Background: an optimization exercise with open tools, aiming at small area. Do not read the settings as production practice. The RTL was checked by simulation tests, not by an equivalence proof against the original design. Power and IR drop assume default switching activity.

--- flow/design.v ---
package fetch_pkg;
    typedef struct packed {
        logic [32-1:0] addr;
    } icache_req_t;
    typedef struct packed {
        logic                                   valid;
        logic [2*32-1:0]     data;
    } icache_rsp_t;
    typedef struct packed {
        logic                   valid;
        logic [32-1:0]  inst;
        logic [32-1:0]       pc;
        logic [32-1:0]       npc;
    } fetch_slot_t;
    typedef fetch_slot_t [2-1:0] fetch_packet_t;
endpackage
package predict_pkg;
    typedef enum logic [1:0] {
        CTR_STRONG_NT = 2'd0,
        CTR_WEAK_NT   = 2'd1,
        CTR_WEAK_T    = 2'd2,
        CTR_STRONG_T  = 2'd3
    } counter_t;
    typedef struct packed {
        logic               valid;
        logic [32-1:0]   pc;
        logic               taken;
        logic [32-1:0]   target;
    } resolve_t;
    typedef struct packed {
        logic               hit;
        logic               taken;
        logic [32-1:0]   target;
    } lookup_t;
endpackage
`timescale 1ns/1ns
module pipe_reg #(
    parameter int WIDTH = 1
) (
    input  logic     clock,
    input  logic     reset,
    input  logic     load,
    input  logic     flush,
    input  logic [WIDTH-1:0] data_in,
    output logic     valid,
    output logic [WIDTH-1:0] data_out
);
    logic     valid_q;
    logic [WIDTH-1:0] data_q;
    always_ff @(posedge clock) begin
        if (reset) begin
            valid_q <= 1'b0;
        end else if (flush) begin
            valid_q <= 1'b0;
        end else begin
            valid_q <= load;
        end
    end
    always_ff @(posedge clock) begin
        if (load) begin
            data_q <= data_in;
        end
    end
    assign valid = valid_q;
    always_comb begin
        data_out = '0;
        if (valid_q) begin
            data_out = data_q;
        end
    end
endmodule
`timescale 1ns/1ns
module fetch_pc_gen (
    input  logic                                clock,
    input  logic                                reset,
    input  logic                                if_valid,
    input  logic                                icache_valid,
    input  logic                                take_branch,
    input  logic [32-1:0]                    branch_target,
    input  logic [32-1:0]                    predicted_pc,
    output logic                                accept,
    output logic [32-1:0]                    pc,
    output logic [2-1:0][32-1:0]  slot_pc,
    output fetch_pkg::icache_req_t              icache_req
);
    localparam logic [32-1:0] INST_BYTES = 32 / 8;
    logic [32-1:0] pc_q;
    logic [32-1:0] step_pc;
    assign accept = icache_valid && if_valid && !take_branch;
    always_ff @(posedge clock) begin
        if (reset) begin
            pc_q <= '0;
        end else if (take_branch) begin
            pc_q <= branch_target;
        end else if (accept) begin
            pc_q <= predicted_pc;
        end
    end
    assign pc = pc_q;
    always_comb begin
        step_pc = pc_q;
        for (int i = 0; i < 2; i++) begin
            slot_pc[i] = step_pc;
            step_pc    = step_pc + INST_BYTES;
        end
    end
    assign icache_req.addr = {pc_q[32-1:2], 2'b00};
endmodule
`timescale 1ns/1ns
module branch_target_buffer (
    input  logic                                clock,
    input  logic                                reset,
    input  logic [2-1:0][32-1:0]  lookup_pc,
    input  predict_pkg::resolve_t               update,
    output logic [2-1:0]             hit,
    output logic [2-1:0][32-1:0]  target
);
    localparam int IDX_BITS = $clog2(64);
    localparam int TAG_LSB  = 2 + IDX_BITS;
    localparam int HIGH_LSB = 2 + 12;
    logic [10-1:0]    entry_tag    [64];
    logic [12-1:0] entry_target [64];
    logic [64-1:0]     entry_valid;
    logic                    wr_en;
    logic [IDX_BITS-1:0]     wr_idx;
    logic [IDX_BITS-1:0]     rd_idx [2];
    assign wr_en  = update.valid && update.taken;
    assign wr_idx = update.pc[2 +: IDX_BITS];
    always_ff @(posedge clock) begin
        if (reset) begin
            entry_valid <= '0;
        end else if (wr_en) begin
            entry_valid[wr_idx] <= 1'b1;
        end
    end
    always_ff @(posedge clock) begin
        if (wr_en) begin
            entry_tag[wr_idx]    <= update.pc[TAG_LSB +: 10];
            entry_target[wr_idx] <= update.target[2 +: 12];
        end
    end
    always_comb begin
        for (int i = 0; i < 2; i++) begin
            rd_idx[i]   = lookup_pc[i][2 +: IDX_BITS];
            hit[i]      = entry_valid[rd_idx[i]]
                       && (entry_tag[rd_idx[i]] == lookup_pc[i][TAG_LSB +: 10]);
            target[i]   = {lookup_pc[i][32-1:HIGH_LSB], entry_target[rd_idx[i]], 2'b00};
        end
    end
endmodule
`timescale 1ns/1ns
module history_predictor (
    input  logic                                clock,
    input  logic                                reset,
    input  logic [2-1:0][32-1:0]  lookup_pc,
    input  predict_pkg::resolve_t               update,
    output logic [2-1:0]             taken
);
    localparam int IDX_BITS = $clog2(64);
    localparam int PATTERNS = 1 << 3;
    logic [3-1:0]  history [64];
    predict_pkg::counter_t  counters [64][PATTERNS];
    logic [IDX_BITS-1:0]    wr_idx;
    logic [3-1:0]  wr_hist;
    predict_pkg::counter_t  upd_ctr;
    predict_pkg::counter_t  next_ctr;
    logic [IDX_BITS-1:0]    rd_idx [2];
    predict_pkg::counter_t  rd_ctr [2];
    always_comb begin
        wr_idx  = update.pc[2 +: IDX_BITS];
        wr_hist = history[wr_idx];
        upd_ctr = counters[wr_idx][wr_hist];
    end
    always_comb begin
        case (upd_ctr)
            predict_pkg::CTR_STRONG_NT:
                next_ctr = update.taken ? predict_pkg::CTR_WEAK_NT : predict_pkg::CTR_STRONG_NT;
            predict_pkg::CTR_WEAK_NT:
                next_ctr = update.taken ? predict_pkg::CTR_WEAK_T : predict_pkg::CTR_STRONG_NT;
            predict_pkg::CTR_WEAK_T:
                next_ctr = update.taken ? predict_pkg::CTR_STRONG_T : predict_pkg::CTR_WEAK_NT;
            predict_pkg::CTR_STRONG_T:
                next_ctr = update.taken ? predict_pkg::CTR_STRONG_T : predict_pkg::CTR_WEAK_T;
            default:
                next_ctr = upd_ctr;
        endcase
    end
    always_ff @(posedge clock) begin
        if (reset) begin
            for (int e = 0; e < 64; e++) begin
                history[e] <= '0;
                for (int p = 0; p < PATTERNS; p++) begin
                    counters[e][p] <= predict_pkg::CTR_WEAK_NT;
                end
            end
        end else if (update.valid) begin
            counters[wr_idx][wr_hist] <= next_ctr;
            history[wr_idx] <= {wr_hist[3-2:0], update.taken};
        end
    end
    always_comb begin
        for (int i = 0; i < 2; i++) begin
            rd_idx[i] = lookup_pc[i][2 +: IDX_BITS];
            rd_ctr[i] = counters[rd_idx[i]][history[rd_idx[i]]];
            taken[i]  = (rd_ctr[i] == predict_pkg::CTR_WEAK_T)
                     || (rd_ctr[i] == predict_pkg::CTR_STRONG_T);
        end
    end
endmodule
`timescale 1ns/1ns
module fetch_pack (
    input  logic [32-1:0]                            pc,
    input  logic                                        icache_valid,
    input  logic [2*32-1:0]          icache_data,
    input  logic [2-1:0]                     lookup_hit,
    input  logic [2-1:0]                     lookup_taken,
    input  logic [2-1:0][32-1:0]          lookup_target,
    output logic [2-1:0]                     packet_valid,
    output logic [2-1:0][32-1:0]     packet_inst,
    output logic [2-1:0][32-1:0]          packet_pc,
    output logic [2-1:0][32-1:0]          packet_npc,
    output logic [32-1:0]                            predicted_pc
);
    localparam logic [32-1:0] INST_BYTES = 32 / 8;
    always_comb begin
        logic [32-1:0] slot_pc;
        logic             cut;
        logic             pred_taken;
        slot_pc      = pc;
        cut          = 1'b0;
        predicted_pc = '0;
        for (int i = 0; i < 2; i++) begin
            pred_taken = lookup_hit[i] && lookup_taken[i];
            packet_valid[i] = icache_valid && !cut;
            packet_inst[i]  = icache_data[i*32 +: 32];
            packet_pc[i]    = slot_pc;
            packet_npc[i]   = pred_taken ? lookup_target[i] : slot_pc + INST_BYTES;
            if (pred_taken && !cut) begin
                predicted_pc = lookup_target[i];
                cut          = 1'b1;
            end
            slot_pc = slot_pc + INST_BYTES;
        end
        if (!cut) begin
            predicted_pc = slot_pc;
        end
    end
endmodule
`timescale 1ns/1ns
module fetch_top (
    input  logic                                clock,
    input  logic                                reset,
    input  logic                                if_valid,
    input  logic                                take_branch,
    input  logic [32-1:0]                    branch_target,
    input  logic                                icache_rsp_valid,
    input  logic [2*32-1:0]  icache_rsp_data,
    input  logic                                resolve_valid,
    input  logic [32-1:0]                    resolve_pc,
    input  logic                                resolve_taken,
    input  logic [32-1:0]                    resolve_target,
    output logic [32-1:0]                    icache_req_addr,
    output logic [2-1:0]             ib_valid,
    output logic [2*32-1:0]  ib_inst,
    output logic [2*32-1:0]       ib_pc,
    output logic [2*32-1:0]       ib_npc
);
    localparam int PACKET_BITS = 2 * (1 + 32 + 2 * 32);
    localparam int RESOLVE_BITS = 2 + 2 * 32;
    logic                                   accept;
    logic [32-1:0]                       pc;
    logic [32-1:0]                       predicted_pc;
    logic [2-1:0][32-1:0]     slot_pc;
    logic [2-1:0]                btb_hit;
    logic [2-1:0][32-1:0]     btb_target;
    logic [2-1:0]                bht_taken;
    logic [2-1:0]                packet_valid;
    logic [2-1:0][32-1:0] packet_inst;
    logic [2-1:0][32-1:0]     packet_pc;
    logic [2-1:0][32-1:0]     packet_npc;
    fetch_pkg::icache_req_t                 icache_req;
    predict_pkg::resolve_t                  resolve;
    predict_pkg::resolve_t                  resolve_q;
    assign resolve.valid    = resolve_valid;
    assign resolve.pc       = resolve_pc;
    assign resolve.taken    = resolve_taken;
    assign resolve.target   = resolve_target;
    assign icache_req_addr  = icache_req.addr;
    fetch_pc_gen u_pc_gen (
        .clock          (clock),
        .reset          (reset),
        .if_valid       (if_valid),
        .icache_valid   (icache_rsp_valid),
        .take_branch    (take_branch),
        .branch_target  (branch_target),
        .predicted_pc   (predicted_pc),
        .accept         (accept),
        .pc             (pc),
        .slot_pc        (slot_pc),
        .icache_req     (icache_req)
    );
    branch_target_buffer u_btb (
        .clock      (clock),
        .reset      (reset),
        .lookup_pc  (slot_pc),
        .update     (resolve_q),
        .hit        (btb_hit),
        .target     (btb_target)
    );
    history_predictor u_history (
        .clock      (clock),
        .reset      (reset),
        .lookup_pc  (slot_pc),
        .update     (resolve_q),
        .taken      (bht_taken)
    );
    fetch_pack u_pack (
        .pc             (pc),
        .icache_valid   (icache_rsp_valid),
        .icache_data    (icache_rsp_data),
        .lookup_hit     (btb_hit),
        .lookup_taken   (bht_taken),
        .lookup_target  (btb_target),
        .packet_valid   (packet_valid),
        .packet_inst    (packet_inst),
        .packet_pc      (packet_pc),
        .packet_npc     (packet_npc),
        .predicted_pc   (predicted_pc)
    );
    pipe_reg #(
        .WIDTH      (PACKET_BITS)
    ) u_slot_reg (
        .clock      (clock),
        .reset      (reset),
        .load       (accept),
        .flush      (take_branch),
        .data_in    ({packet_valid, packet_inst, packet_pc, packet_npc}),
        .valid      (),
        .data_out   ({ib_valid, ib_inst, ib_pc, ib_npc})
    );
    pipe_reg #(
        .WIDTH      (RESOLVE_BITS)
    ) u_resolve_reg (
        .clock      (clock),
        .reset      (reset),
        .load       (resolve.valid),
        .flush      (1'b0),
        .data_in    (resolve),
        .valid      (),
        .data_out   (resolve_q)
    );
endmodule
--- flow/run.sh ---
#!/bin/bash
# synth_recipe.tcl (not shown) runs the flow's synth.tcl, then flattens the netlist and writes it again
# the make line also repeats each setting of config.mk as NAME=value (left out here)
make -C /OpenROAD-flow-scripts/flow DESIGN_CONFIG=/design/flow/config.mk WORK_HOME=/design/flow/orfs CLKGATE_MAP_FILE= SYNTH_SCRIPT=/design/flow/synth_recipe.tcl finish
--- flow/config.mk ---
export PLATFORM = sky130hd
export DESIGN_NAME = fetch_top
export DESIGN_NICKNAME = fetch_top
export VERILOG_FILES = /design/flow/design.v
export SDC_FILE = /design/flow/constraint.sdc
export NUM_CORES = 4
export LEC_CHECK = 0
export CAP_MARGIN = 20
export CORE_MARGIN = 2
export CORE_UTILIZATION = 40
export SLEW_MARGIN = 20
--- flow/constraint.sdc ---
create_clock -name core_clock -period 12.0 [get_ports {clock}]
set_input_delay 2.4000 -clock core_clock [delete_from_list [all_inputs] [get_ports {clock}]]
set_output_delay 2.4000 -clock core_clock [all_outputs]
set_load 0.01 [all_outputs]
==> results.toml <==
[setup_path]
crit_family = "compound AO/OA/AOI/OAI gates"
cp_max_fo = 78
crit_top_cell = "buf_4"
start_kind = "flop"
crit_chain = "inv_2 -> ha_4 -> buf_12 -> mux4_2 -> nand2_1 -> and3_1 -> nor4b_1 -> nor2_4 -> a21oi_2 -> buf_4 -> a221oi_1 -> a22o_1 -> o311a_1 -> a311oi_2 -> nor4_1 -> buf_4 -> a2111oi_4 -> buf_4 -> nand2_1 -> xnor2_1"
critPathMaxStageDelay_ns = 1.10
worstPathRequired_ns = 12.68
worst_path_max_delay_cell = "a21oi_2"
arrival_ns = 10.62
cp-end-kind = "flop"
cp_num_buf_inv = 5
crit_type = "flop to flop"

[clocking]
htree_levels = 5
cts_buffer_depth = 4
cts_tree = "built"
clock-sinks = 2949
clk-insertion-delay-late_ns = 0.95
cts_resized = 0
cts_hold_buffers = 0
cts_setup_buffers = 0
numCtsBuffers = 320
cts.root.buffer_cell = "clkbuf_16"
cts.clk_slew.worst_paths_ns = 0.06

[timing]
finalMaxSlewViolations = 0
hold_violations = 0
fin_crit_sh_pct = 82.77
fmax_mhz = 100.7
rsz0062_at_grt = "no"
relSlewSlack_pct = 7.441
clock_skew_ns = 0.07300
tns_ns = 0
worst_slack_ns = 2.068
post-route-min-period_ns = 9.932
setup_viol = 0
hold-worst-slack_ns = 0.4955
tightest_slew_ns = 1.377

[floorplanning]
die_h_um = 634.5
boundaryPins = 393
die_x_um = 634.5
initial_core_util_pct = 40.19
die_area_um2 = 402600
fp-row-count = 231
coreArea_um2 = 395700

[power_and_ir_drop]
total_power_mw = 27.40
ir_drop_mv = 0.2805
p_leak_nw = 51.37
power_density_nw_per_um2 = 153.6

[routing]
drtIter0Drc = 22730
wl_per_cell_um = 40.49
vias = 127200
drc = 0
viasPerCell = 7.330
totalWireLength_um = 702300
ant_nets = 0
drt_pass1_iterations = 12

[yosys]
yosysSeqAreaShare_pct = 55.04
async_flop_share_pct = 0
syn-instance-count = 12110
yosysWarnings = 9
synth-edff-count = 2845
ys_seq_elements = 2949
syn_avg_cell_area_um2 = 13.13
netlist-cell-type-count = 110
synth_ff_type = "edfxtp_1"
synth_area_um2 = 159000

[min_path]
hold_path.class = "flop to flop"

[placed_design]
gp_congestion = 1.021
io_buffers = 354
dp_slack_ns = 2.773
hpwlAfterDp_um = 430800

[job]
cap_violations = 0

[grt]
grt_overflow_total = 0
first_global_vias = 121600
antenna_found_initial = 67
grt_pass1_wl_um = 964300
grt_max_degree = 206
grt.total_usage_pct = 33.96

[layout]
syn_to_final_growth_pct = 12.21
drive_gt1_share_pct = 18.73
fin_util_pct = 45.09
fin_nets = 11960

[status]
outcome = "no timing/DRC/antenna violations"
[final cells by class]
cell class              count  area (um^2)
clock buffers             395         8519
diodes                     61        152.6
inverters                  63        265.3
well taps                5242         6559
clock inverters           185         1645
multi-input cells        7612        65780
fillers                 34850       217300
flip-flops and latches   2949        87550
repair buffers            839         7951
[kinds of logic (layout without fill, tap and decap cells)]
logic type / count (synthesis) / after routing / share of synthesized area (%)
mux: 1733 / 1733 / 18.48
simple gates: 2986 / 2986 / 8.620
flops: 2949 / 2949 / 55.04
compound gates: 2788 / 2788 / 12.91
fa+ha+maj: 6 / 6 / 0.04721
buf+inv: 1552 / 1482 / 4.359
xor+xnor: 97 / 97 / 0.5508
other cells: 1 / 63 / 0.002358
[cells in the final DEF (no fill, tap or decap), types with 59 or more instances in the layout]
cell type	count
edfxtp_1	2845
nand2_1	1234
mux4_2	950
mux2i_1	677
o21ai_0	589
a311oi_1	517
nor2_1	430
buf_4	422
o311ai_0	382
nand3_1	360
clkdlybuf4s50_1	351
clkbuf_16	328
a21oi_1	250
a211oi_1	225
and2_1	217
nor3_1	149
nor2b_1	112
a31oi_1	112
mux2_2	98
o311ai_1	95
dfxtp_1	93
nor2_4	86
clkinv_1	75
nand4_1	72
and3_1	66
diode_2	61
clkbuf_1	61
o31ai_1	60
a32oi_1	59
[through the flow]
step,instance area [um^2],std cells
6_report,178400,17350
5_1_grt,178300,17300
4_1_cts,178100,17280
3_5_place_dp,167900,16700
3_3_place_gp,167900,16700
2_1_floorplan,159000,12110
[power breakdown]
part | internal, mW | switching, mW | leakage, nW
combinational | 1.48 | 4.46 | 22.3
sequential | 11.4 | 0.172 | 24.1
clock | 5.61 | 4.28 | 4.97
total | 18.5 | 8.91 | 51.4
[worst paths after layout]
kind | to | depth (start not counted) | slack (ns) | from
worst max-delay path | u_slot_reg.data_q[63] | 20 | 2.07 | u_pc_gen.pc_q[2]
worst min-delay path | u_slot_reg.data_q[96] | 0 | 0.50 | u_pc_gen.pc_q[0]
worst max register to register | u_slot_reg.data_q[63] | 20 | 2.07 | u_pc_gen.pc_q[2]
worst min register to register | u_slot_reg.data_q[96] | 0 | 0.50 | u_pc_gen.pc_q[0]
[metal layers]
metal	part of all wire, %	track usage [%]
met5	0.091	0.3019
met4	9.7	27.75
met3	14	11.11
met2	43	49.94
met1	33	40.66
[cells in the mapped netlist, types with 23 or more instances]
master	n	area share, %
buf_4	138	0.65
a21oi_1	251	0.79
nor2_1	540	1.3
o211ai_1	50	0.24
a311oi_1	518	2.9
o311ai_0	385	2.1
mux2_2	98	0.69
or3_1	30	0.12
nor2b_1	112	0.44
a31oi_1	112	0.44
o22ai_1	53	0.21
and3_1	67	0.26
dfxtp_1	104	1.3
and2_1	240	0.94
buf_6	23	0.16
nand4_1	72	0.28
nand2_1	1260	3.0
a32oi_1	60	0.33
buf_1	174	0.41
nor4_1	25	0.098
o21ai_0	590	1.9
a2111oi_0	41	0.23
edfxtp_1	2845	54
o311ai_1	93	0.51
nor3_1	158	0.50
buf_2	329	1.0
a221oi_1	37	0.20
mux4_2	951	13
nand3_1	364	1.1
xor2_1	35	0.19
a22oi_1	48	0.23
xnor2_1	60	0.33
inv_1	53	0.13
mux2i_1	677	4.3
o31ai_1	60	0.28
a211oi_1	225	1.1
clkbuf_1	824	1.9
[state kept, by name, summed over array words and instances, names as in the netlist, named ones only]
name / cells
u_btb.entry_target: 768
u_slot_reg.valid_q: 1
u_btb.entry_tag: 640
u_slot_reg.data_q: 192
u_resolve_reg.data_q: 29
u_btb.entry_valid: 64
u_resolve_reg.valid_q: 1
u_history.counters: 1024
u_history.history: 192
u_pc_gen.pc_q: 32

## port drivers added, routing unchanged
In the flow no input, the clock included, has a driving cell. The finished layout below was timed again as built, in two steps. Step 1 assumes that a clkbuf_16 drives the clock port and a buf_2 every other input. Step 2 adds t to the input delays and takes it off the output delays; t is the mean of the earliest and latest rising clock arrival at the registers after step 1. Input paths then give back, and output paths get back, about the clock's delay inside the block. a / b / c = no drivers / after step 1 / after step 2; a / b = the first two.
shift t [ns]: 1.022
setup WS [ns]: 2.068 / 2.068 / 2.068
hold WS [ns]: 0.496 / 0.496 / 0.496
latest minus earliest clock arrival (ns): 0.074 / 0.074
worst register clock-pin slew, ns: 0.07 / 0.07
After both steps setup and hold are still met in this run. For this run, drivers alone change the setup slack by 0.000 ns; drivers and shift together by 0.000 ns.
